This is an optimization exercise on Yosys and OpenROAD, whose aim is small area, a short achievable clock period and few clock cycles, not a production implementation. For this run, only the layout was checked, not whether the RTL still works.

==> design/flow/design.v <==
package sjpe_pkg;
    localparam int MAX_DEGREE_DEF = 63;
    localparam int MAX_ORDER_DEF  = 15;
    localparam int K_W    = 5;     
    localparam int N_W    = 7;     
    localparam int X_W    = 32;
    localparam int V_W    = 64;
    localparam int M_W    = 128;
    localparam int MULT_W = 16;
    localparam logic [2:0] OP_VALUE   = 3'd0;
    localparam logic [2:0] OP_DERIV   = 3'd1;
    localparam logic [2:0] OP_WEIGHT  = 3'd2;
    localparam logic [2:0] OP_WDERIV  = 3'd3;
    localparam logic [2:0] OP_WDERIV2 = 3'd4;
    localparam logic [1:0] FIN_NONE   = 2'd0;
    localparam logic [1:0] FIN_SCALE  = 2'd1;
    localparam logic [1:0] FIN_WEIGHT = 2'd2;
    localparam logic [1:0] FIN_ZERO   = 2'd3;
    localparam logic [2:0] MS_C1X = 3'd0;
    localparam logic [2:0] MS_MA  = 3'd1;
    localparam logic [2:0] MS_MB  = 3'd2;
    localparam logic [2:0] MS_XX  = 3'd3;
    localparam logic [2:0] MS_FIN = 3'd4;
    typedef struct packed {
        logic signed [X_W-1:0] x;
        logic [K_W-1:0]        k;
        logic [N_W-1:0]        n;
        logic [1:0]            fin;
        logic                  negate;
        logic                  halve;
        logic [MULT_W-1:0]     mult;
        logic                  ns;
    } job_t;
    typedef struct packed {
        logic       init;
        logic       mul_start;
        logic [2:0] msel;
        logic       keep_t;
        logic       keep_ma;
        logic       combine;
        logic       div_start;
        logic       fin_rnd;
        logic       step;
        logic       load_w;
        logic       fin_res;
        logic       out_load;
    } cmd_t;
    typedef struct packed {
        logic mul_done;
        logic div_done;
        logic more;
        logic out_free;
    } stat_t;
endpackage
import sjpe_pkg::*;
module sjpe_mul
(
    input  logic           clk,
    input  logic           rst_n,
    input  logic           start,
    input  logic [V_W-1:0] a,
    input  logic [V_W-1:0] b,
    output logic [M_W-1:0] prod,
    output logic           done
);
    logic [V_W-1:0] a_reg, a_next;
    logic [V_W-1:0] b_reg, b_next;
    logic [M_W-1:0] acc_reg, acc_next;
    logic [1:0]     cnt_reg, cnt_next;
    logic           busy_reg, busy_next;
    logic           done_reg, done_next;
    logic [31:0]    ah, bh;
    logic [63:0]    pp;
    logic [M_W-1:0] pp_sh;
    always_comb
    begin
        ah = cnt_reg[1] ? a_reg[63:32] : a_reg[31:0];
        bh = cnt_reg[0] ? b_reg[63:32] : b_reg[31:0];
        pp = {32'b0, ah} * {32'b0, bh};
        case (cnt_reg)
            2'd0:    pp_sh = {64'b0, pp};
            2'd3:    pp_sh = {pp, 64'b0};
            default: pp_sh = {32'b0, pp, 32'b0};
        endcase
    end
    always_comb
    begin
        a_next    = a_reg;
        b_next    = b_reg;
        acc_next  = acc_reg;
        cnt_next  = cnt_reg;
        busy_next = busy_reg;
        done_next = 1'b0;
        if (start)
        begin
            a_next    = a;
            b_next    = b;
            acc_next  = '0;
            cnt_next  = 2'd0;
            busy_next = 1'b1;
        end
        else if (busy_reg)
        begin
            acc_next = acc_reg + pp_sh;
            cnt_next = cnt_reg + 2'd1;
            if (cnt_reg == 2'd3)
            begin
                busy_next = 1'b0;
                done_next = 1'b1;
            end
        end
    end
    always_ff @(posedge clk or negedge rst_n)
    begin
        if (!rst_n)
        begin
            busy_reg <= 1'b0;
            done_reg <= 1'b0;
            cnt_reg  <= 2'd0;
        end
        else
        begin
            busy_reg <= busy_next;
            done_reg <= done_next;
            cnt_reg  <= cnt_next;
        end
    end
    always_ff @(posedge clk)
    begin
        a_reg   <= a_next;
        b_reg   <= b_next;
        acc_reg <= acc_next;
    end
    assign prod = acc_reg;
    assign done = done_reg;
endmodule
import sjpe_pkg::*;
module sjpe_div
(
    input  logic           clk,
    input  logic           rst_n,
    input  logic           start,
    input  logic [M_W-1:0] dividend,
    input  logic [V_W-1:0] divisor,
    input  logic           neg,
    output logic [V_W-1:0] quot,
    output logic           sat,
    output logic           done
);
    logic [M_W-1:0] dvd_reg, dvd_next;
    logic [M_W-1:0] q_reg, q_next;
    logic [V_W-1:0] rem_reg, rem_next;
    logic [V_W-1:0] dsr_reg, dsr_next;
    logic           neg_reg, neg_next;
    logic [6:0]     cnt_reg, cnt_next;
    logic           busy_reg, busy_next;
    logic           done_reg, done_next;
    logic [V_W:0]   r2;
    logic [V_W:0]   r2_sub;
    logic           ge;
    logic [V_W-1:0] lim;
    logic [V_W-1:0] qmag;
    logic           over;
    always_comb
    begin
        r2     = {rem_reg, dvd_reg[M_W-1]};
        r2_sub = r2 - {1'b0, dsr_reg};
        ge     = (r2 >= {1'b0, dsr_reg});
    end
    always_comb
    begin
        dvd_next  = dvd_reg;
        q_next    = q_reg;
        rem_next  = rem_reg;
        dsr_next  = dsr_reg;
        neg_next  = neg_reg;
        cnt_next  = cnt_reg;
        busy_next = busy_reg;
        done_next = 1'b0;
        if (start)
        begin
            dvd_next  = dividend + {65'b0, divisor[V_W-1:1]};
            q_next    = '0;
            rem_next  = '0;
            dsr_next  = divisor;
            neg_next  = neg;
            cnt_next  = 7'd0;
            busy_next = 1'b1;
        end
        else if (busy_reg)
        begin
            rem_next = ge ? r2_sub[V_W-1:0] : r2[V_W-1:0];
            dvd_next = {dvd_reg[M_W-2:0], 1'b0};
            q_next   = {q_reg[M_W-2:0], ge};
            cnt_next = cnt_reg + 7'd1;
            if (cnt_reg == 7'd127)
            begin
                busy_next = 1'b0;
                done_next = 1'b1;
            end
        end
    end
    always_comb
    begin
        lim  = neg_reg ? 64'h8000_0000_0000_0000 : 64'h7fff_ffff_ffff_ffff;
        over = (|q_reg[M_W-1:V_W]) || (q_reg[V_W-1:0] > lim);
        qmag = over ? lim : q_reg[V_W-1:0];
        quot = neg_reg ? (~qmag + 64'd1) : qmag;
        sat  = over;
    end
    always_ff @(posedge clk or negedge rst_n)
    begin
        if (!rst_n)
        begin
            busy_reg <= 1'b0;
            done_reg <= 1'b0;
            cnt_reg  <= 7'd0;
        end
        else
        begin
            busy_reg <= busy_next;
            done_reg <= done_next;
            cnt_reg  <= cnt_next;
        end
    end
    always_ff @(posedge clk)
    begin
        dvd_reg <= dvd_next;
        q_reg   <= q_next;
        rem_reg <= rem_next;
        dsr_reg <= dsr_next;
        neg_reg <= neg_next;
    end
    assign done = done_reg;
endmodule
import sjpe_pkg::*;
module sjpe_datapath
(
    input  logic                  clk,
    input  logic                  rst_n,
    input  sjpe_pkg::cmd_t                  cmd,
    input  sjpe_pkg::job_t                  job_in,
    output sjpe_pkg::stat_t                 stat,
    output logic                  out_valid,
    input  logic                  out_stall,
    output logic signed [V_W-1:0] result_value,
    output logic                  saturated,
    output logic                  not_supported
);
    sjpe_pkg::job_t           job_reg;
    logic [N_W-1:0] i_reg;
    logic [V_W-1:0] p0_reg, p1_reg, t_reg, w_reg;
    logic [M_W-1:0] ma_reg, m_reg;
    logic           neg_reg, sat_reg;
    logic [M_W-1:0] rnd_reg;
    logic [V_W-1:0] res_out_reg;
    logic           sat_out_reg, ns_out_reg, out_valid_reg;
    logic [V_W-1:0] x_ext, x_mag, p0_mag, p1_mag, w_mag;
    logic [7:0]     ik, i2k;
    logic [8:0]     ik2m1;
    logic [16:0]    c1;
    logic [15:0]    c2, dd;
    logic [V_W-1:0] mul_a, mul_b;
    logic [M_W-1:0] prod;
    logic           mul_done;
    logic [M_W-1:0] div_dvd;
    logic [V_W-1:0] div_dsr;
    logic           div_neg;
    logic [V_W-1:0] quot;
    logic           div_sat, div_done;
    logic [M_W-1:0] sum;
    logic [M_W:0]   diff;
    logic           na, nb;
    logic [5:0]     kp1;
    logic signed [38:0] kx;
    logic [M_W-1:0] fin_half, fin_sum, fin_q;
    logic           fin_neg, fin_over;
    logic [V_W-1:0] fin_lim, fin_mag, fin_val;
    always_comb
    begin
        x_ext  = {{32{job_reg.x[X_W-1]}}, job_reg.x};
        x_mag = x_ext[V_W-1] ? (~x_ext + 64'd1) : x_ext;
        p0_mag = p0_reg[V_W-1] ? (~p0_reg + 64'd1) : p0_reg;
        p1_mag = p1_reg[V_W-1] ? (~p1_reg + 64'd1) : p1_reg;
        w_mag = w_reg[V_W-1] ? (~w_reg + 64'd1) : w_reg;
        ik     = 8'(i_reg) + 8'(job_reg.k);
        ik2m1  = {ik, 1'b0} - 9'd1;
        c1     = 17'(ik) * 17'(ik2m1);
        c2     = 16'(ik) * 16'(ik - 8'd1);
        i2k    = 8'(i_reg) + 8'({job_reg.k, 1'b0});
        dd     = 16'(i2k) * 16'(i_reg);
    end
    always_comb
    begin
        case (cmd.msel)
            MS_C1X:
            begin
                mul_a = 64'(c1);
                mul_b = x_mag;
            end
            MS_MA:
            begin
                mul_a = t_reg;
                mul_b = p1_mag;
            end
            MS_MB:
            begin
                mul_a = 64'({c2, 30'b0});
                mul_b = p0_mag;
            end
            MS_XX:
            begin
                mul_a = x_mag;
                mul_b = x_mag;
            end
            MS_FIN:
            begin
                mul_a = p1_mag;
                mul_b = (job_reg.fin == FIN_WEIGHT) ? w_mag : 64'(job_reg.mult);
            end
            default:
            begin
                mul_a = '0;
                mul_b = '0;
            end
        endcase
    end
    always_comb
    begin
        div_dvd = m_reg;
        div_dsr = 64'({dd, 30'b0});
        div_neg = neg_reg;
    end
    always_comb
    begin
        if (job_reg.fin == FIN_WEIGHT)
            fin_half = 128'd1 << 59;
        else if (job_reg.halve)
            fin_half = 128'd1;
        else
            fin_half = 128'd0;
        fin_sum = prod + fin_half;
        if (job_reg.fin == FIN_WEIGHT)
            fin_q = {60'b0, fin_sum[M_W-1:60]};
        else if (job_reg.halve)
            fin_q = {1'b0, fin_sum[M_W-1:1]};
        else
            fin_q = fin_sum;
    end
    always_comb
    begin
        fin_neg  = (job_reg.fin == FIN_WEIGHT) ? (p1_reg[V_W-1] ^ w_reg[V_W-1])
                                               : (p1_reg[V_W-1] ^ job_reg.negate);
        fin_lim  = fin_neg ? 64'h8000_0000_0000_0000 : 64'h7fff_ffff_ffff_ffff;
        fin_over = (|rnd_reg[M_W-1:V_W]) || (rnd_reg[V_W-1:0] > fin_lim);
        fin_mag  = fin_over ? fin_lim : rnd_reg[V_W-1:0];
        fin_val  = fin_neg ? (~fin_mag + 64'd1) : fin_mag;
    end
    always_comb
    begin
        na   = job_reg.x[X_W-1] ^ p1_reg[V_W-1];
        nb   = ~p0_reg[V_W-1];
        sum  = ma_reg + prod;
        diff = {1'b0, ma_reg} - {1'b0, prod};
    end
    always_comb
    begin
        kp1 = 6'(job_in.k) + 6'd1;
        kx  = $signed({1'b0, kp1}) * job_in.x;
    end
    sjpe_mul u_mul (
        .clk   (clk),
        .rst_n (rst_n),
        .start (cmd.mul_start),
        .a     (mul_a),
        .b     (mul_b),
        .prod  (prod),
        .done  (mul_done)
    );
    sjpe_div u_div (
        .clk      (clk),
        .rst_n    (rst_n),
        .start    (cmd.div_start),
        .dividend (div_dvd),
        .divisor  (div_dsr),
        .neg      (div_neg),
        .quot     (quot),
        .sat      (div_sat),
        .done     (div_done)
    );
    always_ff @(posedge clk)
    begin
        if (cmd.init)
        begin
            job_reg <= job_in;
            i_reg   <= 7'd2;
            p0_reg  <= 64'h0000_0000_4000_0000;
            p1_reg  <= (job_in.n == '0) ? 64'h0000_0000_4000_0000
                                        : {{25{kx[38]}}, kx};
            sat_reg <= 1'b0;
        end
        if (cmd.keep_t)
            t_reg <= prod[V_W-1:0];
        if (cmd.keep_ma)
            ma_reg <= prod;
        if (cmd.combine)
        begin
            if (na == nb)
            begin
                m_reg   <= sum;
                neg_reg <= na;
            end
            else if (!diff[M_W])
            begin
                m_reg   <= diff[M_W-1:0];
                neg_reg <= na;
            end
            else
            begin
                m_reg   <= ~diff[M_W-1:0] + 128'd1;
                neg_reg <= nb;
            end
        end
        if (cmd.step)
        begin
            p0_reg  <= p1_reg;
            p1_reg  <= quot;
            i_reg   <= i_reg + 7'd1;
            sat_reg <= sat_reg | div_sat;
        end
        if (cmd.fin_rnd)
            rnd_reg <= fin_q;
        if (cmd.fin_res)
        begin
            p1_reg  <= fin_val;
            sat_reg <= sat_reg | fin_over;
        end
        if (cmd.load_w)
            w_reg <= 64'h1000_0000_0000_0000 - prod[V_W-1:0];
        if (cmd.out_load)
        begin
            res_out_reg <= (job_reg.fin == FIN_ZERO) ? '0 : p1_reg;
            sat_out_reg <= sat_reg;
            ns_out_reg  <= job_reg.ns;
        end
    end
    always_ff @(posedge clk or negedge rst_n)
    begin
        if (!rst_n)
            out_valid_reg <= 1'b0;
        else if (cmd.out_load)
            out_valid_reg <= 1'b1;
        else if (!out_stall)
            out_valid_reg <= 1'b0;
    end
    assign stat.mul_done = mul_done;
    assign stat.div_done = div_done;
    assign stat.more     = (i_reg <= job_reg.n);
    assign stat.out_free = !out_valid_reg || !out_stall;
    assign out_valid     = out_valid_reg;
    assign result_value  = res_out_reg;
    assign saturated     = sat_out_reg;
    assign not_supported = ns_out_reg;
endmodule
import sjpe_pkg::*;
module sjpe_ctrl
#(
    parameter int MAX_DEGREE = MAX_DEGREE_DEF
)
(
    input  logic                  clk,
    input  logic                  rst_n,
    input  logic                  in_valid,
    output logic                  in_stall,
    input  logic [2:0]            operation,
    input  logic [5:0]            degree,
    input  logic signed [X_W-1:0] x_value,
    input  logic [3:0]            order_k,
    input  sjpe_pkg::stat_t                 stat,
    output sjpe_pkg::cmd_t                  cmd,
    output sjpe_pkg::job_t                  job
);
    localparam logic [4:0] S_IDLE  = 5'd0;
    localparam logic [4:0] S_CHECK = 5'd1;
    localparam logic [4:0] S_C1S   = 5'd2;
    localparam logic [4:0] S_C1W   = 5'd3;
    localparam logic [4:0] S_MAS   = 5'd4;
    localparam logic [4:0] S_MAW   = 5'd5;
    localparam logic [4:0] S_MBS   = 5'd6;
    localparam logic [4:0] S_MBW   = 5'd7;
    localparam logic [4:0] S_COMB  = 5'd8;
    localparam logic [4:0] S_DVS   = 5'd9;
    localparam logic [4:0] S_DVW   = 5'd10;
    localparam logic [4:0] S_FXS   = 5'd11;
    localparam logic [4:0] S_FXW   = 5'd12;
    localparam logic [4:0] S_FPS   = 5'd13;
    localparam logic [4:0] S_FPW   = 5'd14;
    localparam logic [4:0] S_FDS   = 5'd15;
    localparam logic [4:0] S_FDW   = 5'd16;
    localparam logic [4:0] S_DONE  = 5'd17;
    logic [4:0] state_reg, state_next;
    logic [1:0] fin_reg, fin_next;
    logic       accept;
    logic [5:0] deg_c;
    logic [N_W-1:0] n_c;
    logic [K_W-1:0] k_c;
    sjpe_pkg::job_t       deriv;
    assign accept   = in_valid && (state_reg == S_IDLE);
    assign in_stall = (state_reg != S_IDLE);
    always_comb
    begin
        deg_c = (32'(degree) > MAX_DEGREE) ? 6'(MAX_DEGREE) : degree;
        n_c   = 7'(deg_c);
        k_c   = 5'(order_k);
        deriv        = '0;
        deriv.x      = x_value;
        deriv.k      = k_c + 5'd1;
        deriv.n      = n_c - 7'd1;
        deriv.fin    = (n_c == '0) ? FIN_ZERO : FIN_SCALE;
        deriv.halve  = 1'b1;
        deriv.mult   = 16'(n_c) + 16'({k_c, 1'b0}) + 16'd1;
        job   = '0;
        job.x = x_value;
        job.k = k_c;
        job.n = n_c;
        unique case (operation)
            OP_VALUE:
                job.fin = FIN_NONE;
            OP_DERIV:
                job = deriv;
            OP_WEIGHT:
                job.fin = FIN_WEIGHT;
            OP_WDERIV:
            begin
                if (k_c == '0)
                    job = deriv;
                else
                begin
                    job.k      = k_c - 5'd1;
                    job.n      = n_c + 7'd1;
                    job.fin    = FIN_SCALE;
                    job.negate = 1'b1;
                    job.mult   = 16'({n_c + 7'd1, 1'b0});
                end
            end
            OP_WDERIV2:
            begin
                if (k_c == '0)
                begin
                    job.fin = FIN_ZERO;
                    job.ns  = 1'b1;
                end
                else
                begin
                    job.fin    = FIN_SCALE;
                    job.negate = 1'b1;
                    job.mult   = (16'(n_c) + 16'd1) * (16'(n_c) + 16'({k_c, 1'b0}));
                end
            end
            default:
                job.fin = FIN_ZERO;
        endcase
    end
    always_comb
    begin
        state_next = state_reg;
        fin_next   = fin_reg;
        cmd        = '0;
        unique case (state_reg)
            S_IDLE:
            begin
                if (accept)
                begin
                    cmd.init   = 1'b1;
                    fin_next   = job.fin;
                    state_next = S_CHECK;
                end
            end
            S_CHECK:
            begin
                if (fin_reg == FIN_ZERO)
                    state_next = S_DONE;
                else if (stat.more)
                    state_next = S_C1S;
                else if (fin_reg == FIN_SCALE)
                    state_next = S_FPS;
                else if (fin_reg == FIN_WEIGHT)
                    state_next = S_FXS;
                else
                    state_next = S_DONE;
            end
            S_C1S:
            begin
                cmd.mul_start = 1'b1;
                cmd.msel      = MS_C1X;
                state_next    = S_C1W;
            end
            S_C1W:
            begin
                if (stat.mul_done)
                begin
                    cmd.keep_t = 1'b1;
                    state_next = S_MAS;
                end
            end
            S_MAS:
            begin
                cmd.mul_start = 1'b1;
                cmd.msel      = MS_MA;
                state_next    = S_MAW;
            end
            S_MAW:
            begin
                if (stat.mul_done)
                begin
                    cmd.keep_ma = 1'b1;
                    state_next  = S_MBS;
                end
            end
            S_MBS:
            begin
                cmd.mul_start = 1'b1;
                cmd.msel      = MS_MB;
                state_next    = S_MBW;
            end
            S_MBW:
            begin
                if (stat.mul_done)
                    state_next = S_COMB;
            end
            S_COMB:
            begin
                cmd.combine = 1'b1;
                state_next  = S_DVS;
            end
            S_DVS:
            begin
                cmd.div_start = 1'b1;
                state_next    = S_DVW;
            end
            S_DVW:
            begin
                if (stat.div_done)
                begin
                    cmd.step   = 1'b1;
                    state_next = S_CHECK;
                end
            end
            S_FXS:
            begin
                cmd.mul_start = 1'b1;
                cmd.msel      = MS_XX;
                state_next    = S_FXW;
            end
            S_FXW:
            begin
                if (stat.mul_done)
                begin
                    cmd.load_w = 1'b1;
                    state_next = S_FPS;
                end
            end
            S_FPS:
            begin
                cmd.mul_start = 1'b1;
                cmd.msel      = MS_FIN;
                state_next    = S_FPW;
            end
            S_FPW:
            begin
                if (stat.mul_done)
                    state_next = S_FDS;
            end
            S_FDS:
            begin
                cmd.fin_rnd = 1'b1;
                state_next  = S_FDW;
            end
            S_FDW:
            begin
                cmd.fin_res = 1'b1;
                state_next  = S_DONE;
            end
            S_DONE:
            begin
                if (stat.out_free)
                begin
                    cmd.out_load = 1'b1;
                    state_next   = S_IDLE;
                end
            end
            default:
                state_next = S_IDLE;
        endcase
    end
    always_ff @(posedge clk or negedge rst_n)
    begin
        if (!rst_n)
        begin
            state_reg <= S_IDLE;
            fin_reg   <= FIN_NONE;
        end
        else
        begin
            state_reg <= state_next;
            fin_reg   <= fin_next;
        end
    end
endmodule
import sjpe_pkg::*;
module symmetric_jacobi_poly_eval
#(
    parameter int MAX_DEGREE = MAX_DEGREE_DEF,
    parameter int MAX_ORDER  = MAX_ORDER_DEF
)
(
    input  logic                  clk,
    input  logic                  rst_n,
    input  logic                  in_valid,
    output logic                  in_stall,
    input  logic [2:0]            operation,
    input  logic [5:0]            degree,
    input  logic signed [X_W-1:0] x_value,
    output logic                  out_valid,
    input  logic                  out_stall,
    output logic signed [V_W-1:0] result_value,
    output logic                  saturated,
    output logic                  not_supported,
    input  logic                  psel,
    input  logic                  penable,
    input  logic                  pwrite,
    input  logic [2:0]            paddr,
    input  logic [31:0]           pwdata,
    output logic [31:0]           prdata,
    output logic                  pready
);
    logic [3:0] order_reg;
    logic [3:0] order_next;
    sjpe_pkg::cmd_t       cmd;
    sjpe_pkg::stat_t      stat;
    sjpe_pkg::job_t       job;
    assign pready     = 1'b1;
    assign order_next = (32'(pwdata[3:0]) > MAX_ORDER) ? 4'(MAX_ORDER) : pwdata[3:0];
    always_ff @(posedge clk or negedge rst_n)
    begin
        if (!rst_n)
            order_reg <= 4'd0;
        else if (psel && penable && pwrite && (paddr[2] == 1'b0))
            order_reg <= order_next;
    end
    assign prdata = (paddr[2] == 1'b0) ? {28'b0, order_reg} : 32'b0;
    sjpe_ctrl #(
        .MAX_DEGREE (MAX_DEGREE)
    ) u_ctrl (
        .clk       (clk),
        .rst_n     (rst_n),
        .in_valid  (in_valid),
        .in_stall  (in_stall),
        .operation (operation),
        .degree    (degree),
        .x_value   (x_value),
        .order_k   (order_reg),
        .stat      (stat),
        .cmd       (cmd),
        .job       (job)
    );
    sjpe_datapath u_dp (
        .clk           (clk),
        .rst_n         (rst_n),
        .cmd           (cmd),
        .job_in        (job),
        .stat          (stat),
        .out_valid     (out_valid),
        .out_stall     (out_stall),
        .result_value  (result_value),
        .saturated     (saturated),
        .not_supported (not_supported)
    );
endmodule
==> design/flow/run.sh <==
#!/bin/bash
# synth_recipe.tcl (not shown) runs the flow's synth.tcl, then flattens the netlist and writes it again
# the make line also repeats each setting of config.mk as NAME=value (left out here)
make -C /OpenROAD-flow-scripts/flow DESIGN_CONFIG=/design/flow/config.mk WORK_HOME=/design/flow/orfs CLKGATE_MAP_FILE= SYNTH_SCRIPT=/design/flow/synth_recipe.tcl finish
==> design/flow/config.mk <==
export PLATFORM = sky130hd
export DESIGN_NAME = symmetric_jacobi_poly_eval
export DESIGN_NICKNAME = symmetric_jacobi_poly_eval
export VERILOG_FILES = /design/flow/design.v
export SDC_FILE = /design/flow/constraint.sdc
export NUM_CORES = 4
export LEC_CHECK = 0
export ABC_CLOCK_PERIOD_IN_PS = 15000
export CAP_MARGIN = 20
export CORE_MARGIN = 2
export CORE_UTILIZATION = 40
export SLEW_MARGIN = 20
==> design/flow/constraint.sdc <==
create_clock -name core_clock -period 16.0 [get_ports {clk}]
set_input_delay 3.2000 -clock core_clock [delete_from_list [all_inputs] [get_ports {clk}]]
set_output_delay 3.2000 -clock core_clock [all_outputs]
set_load 0.01 [all_outputs]
==> results_dict.tcl <==
set metrics [dict create \
    start_util_pct 40.1 \
    clock_path_buffers 4 \
    remaining_drc_errors 0 \
    grt_pass1_vias 120000 \
    antenna_found_initial 36 \
    num-fill-cells 36300 \
    ys_warn_count 5 \
    worst_slew_pin_slew_ns 1.29 \
    clk_latency_ns 0.93 \
    io_pins 184 \
    synth_seq_cells 1397 \
    cp-end-kind "flip-flop" \
    syn-cell-area_um2 146000 \
    reg2regPathDepth 59 \
    synthTopCellsByCount "nor2_1, inv_1, nand2_1" \
    wl_per_cell_um 25.8 \
    startpoint_type "flip-flop" \
    holdCritStartpoint "u_dp.job_reg[0]" \
    ant_nets 0 \
    syn_area_per_cell_um2 8.82 \
    cts_root_buffer "clkbuf_16" \
    place.gp.congestion 0.999 \
    reg2reg_slack_ns 0.82 \
    dr.pass1.iters 8 \
    worstHoldPathCells 0 \
    port_buffers 124 \
    slowest_stage "mux2_1" \
    track_usage_pct 29.2 \
    rows 222 \
    rsz0062_at_grt "no" \
    drv_slew 0 \
    syn_inst 16600 \
    clock-sinks 1397 \
    worstSetupPathType "flip-flop to flip-flop" \
    hold_viol 0 \
    post-dp-hpwl_um 444000 \
    design_area_um2 160000 \
    max-cap-violations 0 \
    grt_pass1_wl_um 807000 \
    place_area_um2 154000 \
    yosysSeqAreaShare_pct 26.4 \
    fin_hold_ws_ns 0.435 \
    grt_overflow 0 \
    worst_slew_margin_rel_pct 12.9 \
    core_area_um2 365000 \
    crit_required_ns 16.74 \
    ys_top_cells_by_area "edfxtp_1, fa_1, ha_1" \
    critical-path-max-stage-delay_ns 0.77 \
    rr_endpoint "u_dp.u_mul.acc_reg[127]" \
    synth_largest_area_cell "edfxtp_1" \
    drtIter0Drc 13500 \
    synth_top_area_share_pct 21.6 \
    crit_top_cell "fa_1" \
    synthArstFlopShare_pct 1.79 \
    hold_path.class "flip-flop to flip-flop" \
    r2r_start "u_dp.u_mul.cnt_reg[0]" \
    post_synth_num_cell_types 110 \
    fin_cells 21500 \
    synth_edf_count 1052 \
    dp_cells 21200 \
    fin_crit_ns 15.18 \
    fmax_mhz 65.9 \
    synthToLayoutAreaGrowth_pct 9.29 \
    period_share_pct 94.9 \
    status "finished clean" \
    cts_tree "yes" \
    synth_most_common_cell "nor2_1" \
    fin_tns_setup_ns 0 \
    grt_max_degree 115 \
    clk_pin_slew_ns 0.07 \
    dieArea_um2 371000 \
    via_count 124000 \
    viasPerCell 5.78 \
    arrival_ns 15.92 \
    synthFlopType "edfxtp_1" \
    numCtsBuffers 167 \
    critPathMaxFanout 21 \
    die_h_um 609 \
    num-nets-final 18900 \
    fin_worst_skew_ns 0.134 \
    setup_violations 0 \
    fp.dieW_um 609 \
    drive_above_1_share_pct 5.73 \
    routed_wl_um 555000 \
    hold_end "u_dp.ns_out_reg" \
    cts.htree.levels 4 \
]
==> cells by family after synthesis <==
logic type                 after synthesis  synth area share, %
AOI/OAI and AO/OA                     3350                 14.4
and+or+nand+nor                       5358                 16.8
adders and majority gates             2241                 25.1
xor gates and xnor gates              1242                 7.43
other                                    2              0.00513
DFF                                   1397                 26.4
muxes                                  457                 3.18
buffers and inverters                 2562                 6.67
==> per-stage QoR <==
step | util (%) | setup slack, ns
floorplan | - | 2.35
global placement | 42.3 | 0.733
detailed placement | 42.3 | 0.973
CTS | 43.8 | 0.883
global route | 43.9 | 0.00544
finish | 43.9 | 0.820
==> layout by cell type (no fill, tap or decap), drive strengths merged, types with 402 or more instances in the layout <==
cell type / synthesis / layout
a21oi: 1018 / 1018
buf: 110 / 409
edfxtp: 1052 / 1052
fa: 1170 / 1170
ha: 1071 / 1071
inv: 1715 / 1727
nand2: 1563 / 1563
nor2: 1863 / 1863
o21ai: 851 / 851
xnor2: 840 / 840
xor2: 402 / 402
==> cell type report <==
type                    instances  area (um^2)  area share (%)
clock inverters                80          812           0.507
well taps                    4816         6030            3.76
multi-input cells           12700        99000            61.9
inverters                    1726         6500            4.06
clock buffers                 216         4620            2.89
diodes                         19         47.5          0.0297
flip-flops and latches       1397        38600            24.1
repair buffers                533         4420            2.76
==> worst max-delay path: cells and delay by family, from the launching register on <==
kind	cells	cell delay, ns
multiplexers	1	0.77
flip-flops	1	0.66
XOR/XNOR	3	0.79
AO/OA/AOI/OAI	21	4.49
AND/OR/NAND/NOR	15	1.90
adder cells (fa/ha/maj)	10	5.15
buffers and inverters	9	1.22
==> per-layer routing <==
metal / vias to the layer above / share of wire, % / GRT usage (%)
met1: 61400 / 42 / 39.1
met5: - / 0.0077 / 0
met2: 5213 / 44 / 45.0
met4: 8 / 5.6 / 13.8
li1: 56600 / - / -
met3: 983 / 9.0 / 5.89
==> worst max path at each step <==
stage                          start                      end  slack [ns]  depth (start not counted)
4_1_cts        u_dp.u_mul.cnt_reg[1]  u_dp.u_mul.acc_reg[127]        0.88                         58
6_report       u_dp.u_mul.cnt_reg[0]  u_dp.u_mul.acc_reg[127]        0.82                         59
2_1_floorplan  u_dp.u_mul.cnt_reg[1]  u_dp.u_mul.acc_reg[124]        2.35                         62
5_1_grt        u_dp.u_mul.cnt_reg[0]  u_dp.u_mul.acc_reg[127]       0.005                         59
3_3_place_gp   u_dp.u_mul.cnt_reg[1]  u_dp.u_mul.acc_reg[124]        0.73                         56
3_5_place_dp   u_dp.u_mul.cnt_reg[1]  u_dp.u_mul.acc_reg[127]        0.97                         58
==> what timing repair did <==
item,in CTS,in global routing
setup buffers,0,3
gates resized for setup,0,8
hold buffers,0,0
endpoints found under the setup margin,0,2

## what the ideal ports hide
The results above use ideal ports. As a check the final layout listed here was re-extracted and re-timed, cells and wires unchanged. Step 1, drivers: a clkbuf_16 drives clk and a buf_2 each remaining input, both assumed. Step 2 times the ports against the registers' clock, not the clock port: input delays grow and output delays shrink by t, the midpoint of the rising clock arrivals with the driver on. Slacks: no drivers / after step 1 / after step 2; pairs: no drivers / after step 1.
t (ns): 0.953
slack for setup (ns): 0.820 / 0.820 / 0.820
hold slack, ns: 0.435 / 0.435 / 0.435
worst setup path at the end: register to register
latest minus earliest clock arrival (ns): 0.136 / 0.136
After both steps setup and hold are still met in this run. For this run, drivers alone change the setup slack by 0.000 ns; drivers and shift together by 0.000 ns.
